This is an optimization exercise on Yosys and OpenROAD, whose aim is small area, a short achievable clock period and few clock cycles, not a production implementation. At most, simulation tests tie the RTL to the original design; equivalence was not proved. No activity file was given, so power comes from the tool's default toggle rates.

## isotp_receive_reassembler
module isotp_receive_reassembler #(
	parameter int MAX_MESSAGE_BYTES = 64
) (
	input  logic       clk,
	input  logic       arst_n,
	input  logic       in_valid,
	output logic       in_ready,
	input  logic [1:0] op,
	input  logic [3:0] dlc,
	input  logic [7:0] byte_0,
	input  logic [7:0] byte_1,
	input  logic [7:0] byte_2,
	input  logic [7:0] byte_3,
	input  logic [7:0] byte_4,
	input  logic [7:0] byte_5,
	input  logic [7:0] byte_6,
	input  logic [7:0] byte_7,
	output logic       out_valid,
	input  logic       out_ready,
	output logic [1:0] kind,
	output logic [7:0] data_byte,
	output logic [5:0] byte_index,
	output logic [6:0] msg_length,
	output logic [2:0] error_code,
	output logic       last
);
Size: about 1300 cells after synthesis, roughly 100 I/O pins.
clock: 7.0 ns
lec_check: 0
cap_margin: 20
core_margin: 2
core_utilization: 40
setup_slack_margin: 4.0
slew_margin: 20
run.sh (not shown) runs the stock make flow with config.mk's settings and CLKGATE_MAP_FILE= SYNTH_SCRIPT=/design/flow/synth_recipe.tcl, a recipe that flattens the netlist after the stock synthesis.
Edit:
- ABC_AREA: not set -> 1
- first-iteration DRC count came out higher by 58%
- hold slack hardly moves
- sequential share of layout area came out lower by 0.43 points
- power came out higher by about 5.5%
- final cell count came out higher by about 37%
- area after synthesis came out higher by 2.7%
- setup slack improves by 56 ps
- cell area came out higher by about 0.74%
- sequential power came out lower by about 1%
- maximum frequency came out higher by about 2%
- core utilization came out lower by 0.78 points
No run of this note included a check of the RTL's function; only the layout flow was run.

* * *

== oak ==
isotp_receive_reassembler, a different RTL version from the one above (not shown whole).
Size in the first run: about 1300 cells after synthesis, roughly 600 flip-flops, ~100 I/O pins, ~25000 µm² of cells after synthesis.
Settings: LEC_CHECK=0, CAP_MARGIN=20, CORE_MARGIN=2, CORE_UTILIZATION=40, SLEW_MARGIN=20; clock period 7.0 ns.
Testbench counts of oak, summed over its fixed seeds: cycles 15,925.
What pine does differently from oak at the input level:
- SETUP_SLACK_MARGIN: unset -> 4.0
- ABC_CLOCK_PERIOD_IN_PS: unset -> 3000
==> summary.txt <==
- Every stage of the flow completed for pine, and the final layout passed the timing, DRC and antenna checks.
- In the metrics for oak and pine, the one carrying the lower proportion of final cell area spent on non-clock buffers is oak.
- | worst stage delay on the critical path | higher: oak |
- Area added between synthesis and finish, oak and pine, lower one = oak.
- pine against oak: cell area after synthesis stayed essentially flat, power per cell area fell by about 6%, maximum frequency rose by about 30%, synthesized cell count stayed essentially flat, count of clock-buffer cells in the layout rose by about 10%.
- pine vs. oak: final period utilization lower, minimum clock period now smaller, clock network fraction of total power went up by 0.8 points.
> inputs changed (pine -> birch)
- changing SETUP_SLACK_MARGIN from 4.0 to 3.5
- removing ABC_CLOCK_PERIOD_IN_PS (formerly 3000)
Findings:
The run with more setup slack is pine; birch has less.
Compared birch vs pine, and clock share of power is down in birch.
pine → birch: sequential share of cell area now sits higher, sum of routed wire length over all layers now sits lower, maximum number of pins on one net before global-route repair now sits lower.
For the non-clock buffer count, birch came in 37% lower than pine did.
birch improves on pine in final design area excluding fillers.
The lower final weighted congestion in routability-driven placement of pine and birch is in pine.
Area growth from synthesis to final layout in birch is 11 points below pine.
birch -> pine: number of buffers added to fix hold violations after cts delta 0, exact match
birch: post-route worst hold slack is 0.0066 ns higher than what pine reported.

* * *

isotp_receive_reassembler, a different RTL version from the one above (not shown whole).
Size in the first run: ~1300 cells after synthesis, about 600 flip-flops, about 0.025 sq mm of cells after synthesis.
==> flow/design.v (excerpt) <==
module isotp_receive_reassembler #(
	parameter int MAX_MESSAGE_BYTES = 64
) (
	input  logic       clk,
	input  logic       arst_n,
	input  logic       in_valid,
	output logic       in_ready,
	input  logic [1:0] op,
	input  logic [3:0] dlc,
	input  logic [7:0] byte_0,
	input  logic [7:0] byte_1,
	input  logic [7:0] byte_2,
	input  logic [7:0] byte_3,
	input  logic [7:0] byte_4,
	input  logic [7:0] byte_5,
	input  logic [7:0] byte_6,
	input  logic [7:0] byte_7,
	output logic       out_valid,
	input  logic       out_ready,
	output logic [1:0] kind,
	output logic [7:0] data_byte,
	output logic [5:0] byte_index,
	output logic [6:0] msg_length,
	output logic [2:0] error_code,
	output logic       last
);
	logic       in_ready_q;
	logic       armed_q, multi_q;
	logic [3:0] seq_q;
	logic [6:0] total_q;
	logic [5:0] rem_q;       
	logic [3:0] ck_q;        
	logic [1:0] qcnt_q;      
	logic [8:0] qe0_q, qe1_q;
	logic       ov_q;
	logic [1:0] kind_q;
	logic [7:0] data_q;
	logic [5:0] idx_q;
	logic [6:0] len_q;
	logic [2:0] code_q;
	logic       last_q;
	logic       active_q;    
	logic [5:0] r_q;         
	logic [511:0] st;        
	logic       acc, frame;
	logic [3:0] pci, nib;
  ...
Settings: LEC_CHECK=0, ABC_CLOCK_PERIOD_IN_PS=2800, CAP_MARGIN=20, CORE_MARGIN=2, CORE_UTILIZATION=40, SETUP_SLACK_MARGIN=4.3, SLEW_MARGIN=20; clock period 7.0 ns.
The baseline passed the timing, DRC and antenna checks.
==> next run, changes <==
- ABC_CLOCK_PERIOD_IN_PS: 2800 -> unset
Outcome:
- The changed run produced a clean layout
- worst setup slack stays the same
- total power is unchanged
- maximum frequency does not change
==> next run, changes <==
- SETUP_SLACK_MARGIN: 4.3 -> 4.6
- combinational power goes up by about a fifth
- die area is unchanged
- final area went up by a few percent
- total power goes up by a few percent
- maximum frequency shrinks slightly
- first-iteration DRC count goes up by a few percent
- setup slack degrades by 0.045 ns
- count of clock-buffer cells in the layout drops by 1
- core utilization went up by 2.3 points
- cell count came out higher by a few percent
==> next run, changes <==
- SETUP_SLACK_MARGIN: 4.6 -> 4.0
Effect:
- cell count is lower by 3.9%
- wire length is lower by 12%
- power is lower by 4.3%
- die area does not change
- count of clock-buffer cells in the layout is higher by 17
- setup slack gets better by 0.024 ns
- worst hold slack gets worse by 0.015 ns
- critical path depth is higher by 4
- combinational power is lower by 21%
- register-to-register slack gets better by 0.07 ns
No functional check of the RTL was part of any run of this note.

* * *

isotp_receive_reassembler, a different RTL version from the one above (not shown whole).
Size in the first run: roughly 670 flip-flops, ~100 I/O pins.
==> flow/design.v (excerpt) <==
module isotp_receive_reassembler #(
	parameter int MAX_MESSAGE_BYTES = 64
) (
	input  logic       clk,
	input  logic       arst_n,
	input  logic       in_valid,
	output logic       in_ready,
	input  logic [1:0] op,
	input  logic [3:0] dlc,
	input  logic [7:0] byte_0,
	input  logic [7:0] byte_1,
	input  logic [7:0] byte_2,
	input  logic [7:0] byte_3,
	input  logic [7:0] byte_4,
	input  logic [7:0] byte_5,
	input  logic [7:0] byte_6,
	input  logic [7:0] byte_7,
	output logic       out_valid,
	input  logic       out_ready,
	output logic [1:0] kind,
	output logic [7:0] data_byte,
	output logic [5:0] byte_index,
	output logic [6:0] msg_length,
	output logic [2:0] error_code,
	output logic       last
);
Settings: LEC_CHECK=0, CAP_MARGIN=20, CORE_MARGIN=2, CORE_UTILIZATION=40, CTS_CLUSTER_DIAMETER=100, CTS_CLUSTER_SIZE=30, SETUP_SLACK_MARGIN=4.5, SLEW_MARGIN=20; clock period 7.0 ns.
Next try:
- CTS_CLUSTER_SIZE: 30 -> 26
- SETUP_SLACK_MARGIN: 4.5 -> 4.4
After rerunning:
- The new run passed the timing, DRC and antenna checks
- wire length falls slightly
- power rises slightly
- count of clock-buffer cells in the layout rises by 6
- synthesized cell count stays the same
- first-iteration DRC count falls by about a fifth
- register-to-register slack improves by 0.05 ns
- combinational power stays flat
No run of this note included a check of the RTL's function; only the layout flow was run.

* * *

the baseline:
isotp_receive_reassembler, a different RTL version from the one above (not shown whole).
Size in the first run: about 1400 cells after synthesis, about 670 flip-flops, about 0.027 mm2 of cells after synthesis.
==> flow/design.v (excerpt) <==
module isotp_receive_reassembler #(
	parameter int MAX_MESSAGE_BYTES = 64
) (
	input  logic       clk,
	input  logic       arst_n,
	input  logic       in_valid,
	output logic       in_ready,
	input  logic [1:0] op,
	input  logic [3:0] dlc,
	input  logic [7:0] byte_0,
	input  logic [7:0] byte_1,
	input  logic [7:0] byte_2,
	input  logic [7:0] byte_3,
	input  logic [7:0] byte_4,
	input  logic [7:0] byte_5,
	input  logic [7:0] byte_6,
	input  logic [7:0] byte_7,
	output logic       out_valid,
	input  logic       out_ready,
	output logic [1:0] kind,
	output logic [7:0] data_byte,
	output logic [5:0] byte_index,
	output logic [6:0] msg_length,
	output logic [2:0] error_code,
	output logic       last
);
make LEC_CHECK=0 CAP_MARGIN=20 CORE_MARGIN=2 CORE_UTILIZATION=40 SETUP_SLACK_MARGIN=4.4 SLEW_MARGIN=20 finish   # period 7.0 ns
In summary, the baseline completed successfully, with a layout that passed the timing, DRC and antenna checks.
Testbench counts of the baseline, summed over its fixed seeds: cycles 16,083.
Modified inputs, the candidate compared to the baseline
- CTS_CLUSTER_SIZE now 26, previously not set
- CTS_CLUSTER_DIAMETER now 100, previously not set
Results
The candidate has completed all stages; timing, DRC and antenna checks passed.
Comparing the baseline and the candidate, power is higher on the baseline.
Routed wire length, the candidate vs the baseline: down by a few percent
Between the baseline and the candidate, fmax decreased.
Post-synthesis to final-layout area growth came out lower on the candidate than on the baseline.

* * *

Setup of run D:
isotp_receive_reassembler, a different RTL version from the one above (not shown whole).
For scale: roughly 1400 cells after synthesis, ~610 flip-flops, ~100 I/O pins, ~26000 um^2 of cells after synthesis.
make LEC_CHECK=0 CAP_MARGIN=20 CORE_MARGIN=2 CORE_UTILIZATION=40 SETUP_SLACK_MARGIN=4.0 SLEW_MARGIN=20 finish   # period 7.0 ns
Testbench counts of run D, summed over its fixed seeds: cycles 15,949.
[inputs] run A vs run D
Settings: SETUP_SLACK_MARGIN changed from 4.0 to 4.4.
Results
Between run D and run A, the flow reports count of clock-buffer cells in the layout increasing by more than 10%.
Final cell area: run A above run D
Summary of run A over run D: worst setup slack has increased, area after synthesis ~0 delta.
Diff run D -> run A: register-to-register slack climbed 0.02 ns; fmax climbed 1.3 MHz; period utilization dropped 0.18 points.
Diff run D -> run A | post-CTS resize count | up by more than 100%
When run A is measured against run D, its final clock skew turns out 0.0085 ns higher.

-- port drivers added, routing unchanged --
Ports are ideal in the flow. The routed layouts listed here were re-timed in OpenROAD. Step 1 assumes that a clkbuf_16 drives the clock port and a buf_2 every other input. Step 2 adds t to the input delays and takes it off the output delays; t is the mean of the earliest and latest rising clock arrival at the registers after step 1. Input paths then give back, and output paths get back, about the clock's delay inside the block. Three values: ideal ports, drivers, drivers and shift; two values: the first two.
| run | shift t [ns] | setup WS [ns] | slew at the worst register clock pin (ns) | pins driven straight from the clock port |
|---|---|---|---|---|
| the first run of note 1 | 0.661 | 3.979 / 4.009 / 3.348 | 0.06 / 0.06 | 1 |
| the second run of note 1 | 0.696 | 4.035 / 3.991 / 3.376 | 0.06 / 0.06 | 1 |
| oak | 0.670 | 1.983 / 2.012 / 1.342 | 0.06 / 0.06 | 1 |
| pine | 0.663 | 3.188 / 3.126 / 3.039 | 0.07 / 0.07 | 1 |
| birch | 0.679 | 3.148 / 3.087 / 2.887 | 0.06 / 0.06 | 1 |
| the first run of note 3 | 0.693 | 4.020 / 4.039 / 3.347 | 0.07 / 0.07 | 1 |
| the second run of note 3 | 0.693 | 4.020 / 4.039 / 3.347 | 0.07 / 0.07 | 1 |
| the third run of note 3 | 0.689 | 3.976 / 4.015 / 3.327 | 0.07 / 0.07 | 1 |
| the fourth run of note 3 | 0.653 | 4.000 / 4.013 / 3.360 | 0.06 / 0.06 | 1 |
| the first run of note 4 | 0.665 | 4.134 / 4.130 / 3.800 | 0.12 / 0.12 | 1 |
| the second run of note 4 | 0.687 | 4.179 / 4.179 / 3.793 | 0.11 / 0.11 | 1 |
| the baseline | 0.649 | 4.355 / 4.293 / 3.827 | 0.06 / 0.06 | 1 |
| the candidate | 0.676 | 4.315 / 4.256 / 3.800 | 0.11 / 0.11 | 1 |
| run D | 0.697 | 3.822 / 3.822 / 3.190 | 0.07 / 0.07 | 1 |
| run A | 0.657 | 3.834 / 3.840 / 3.185 | 0.07 / 0.07 | 1 |
After both steps every run listed still meets setup and hold.
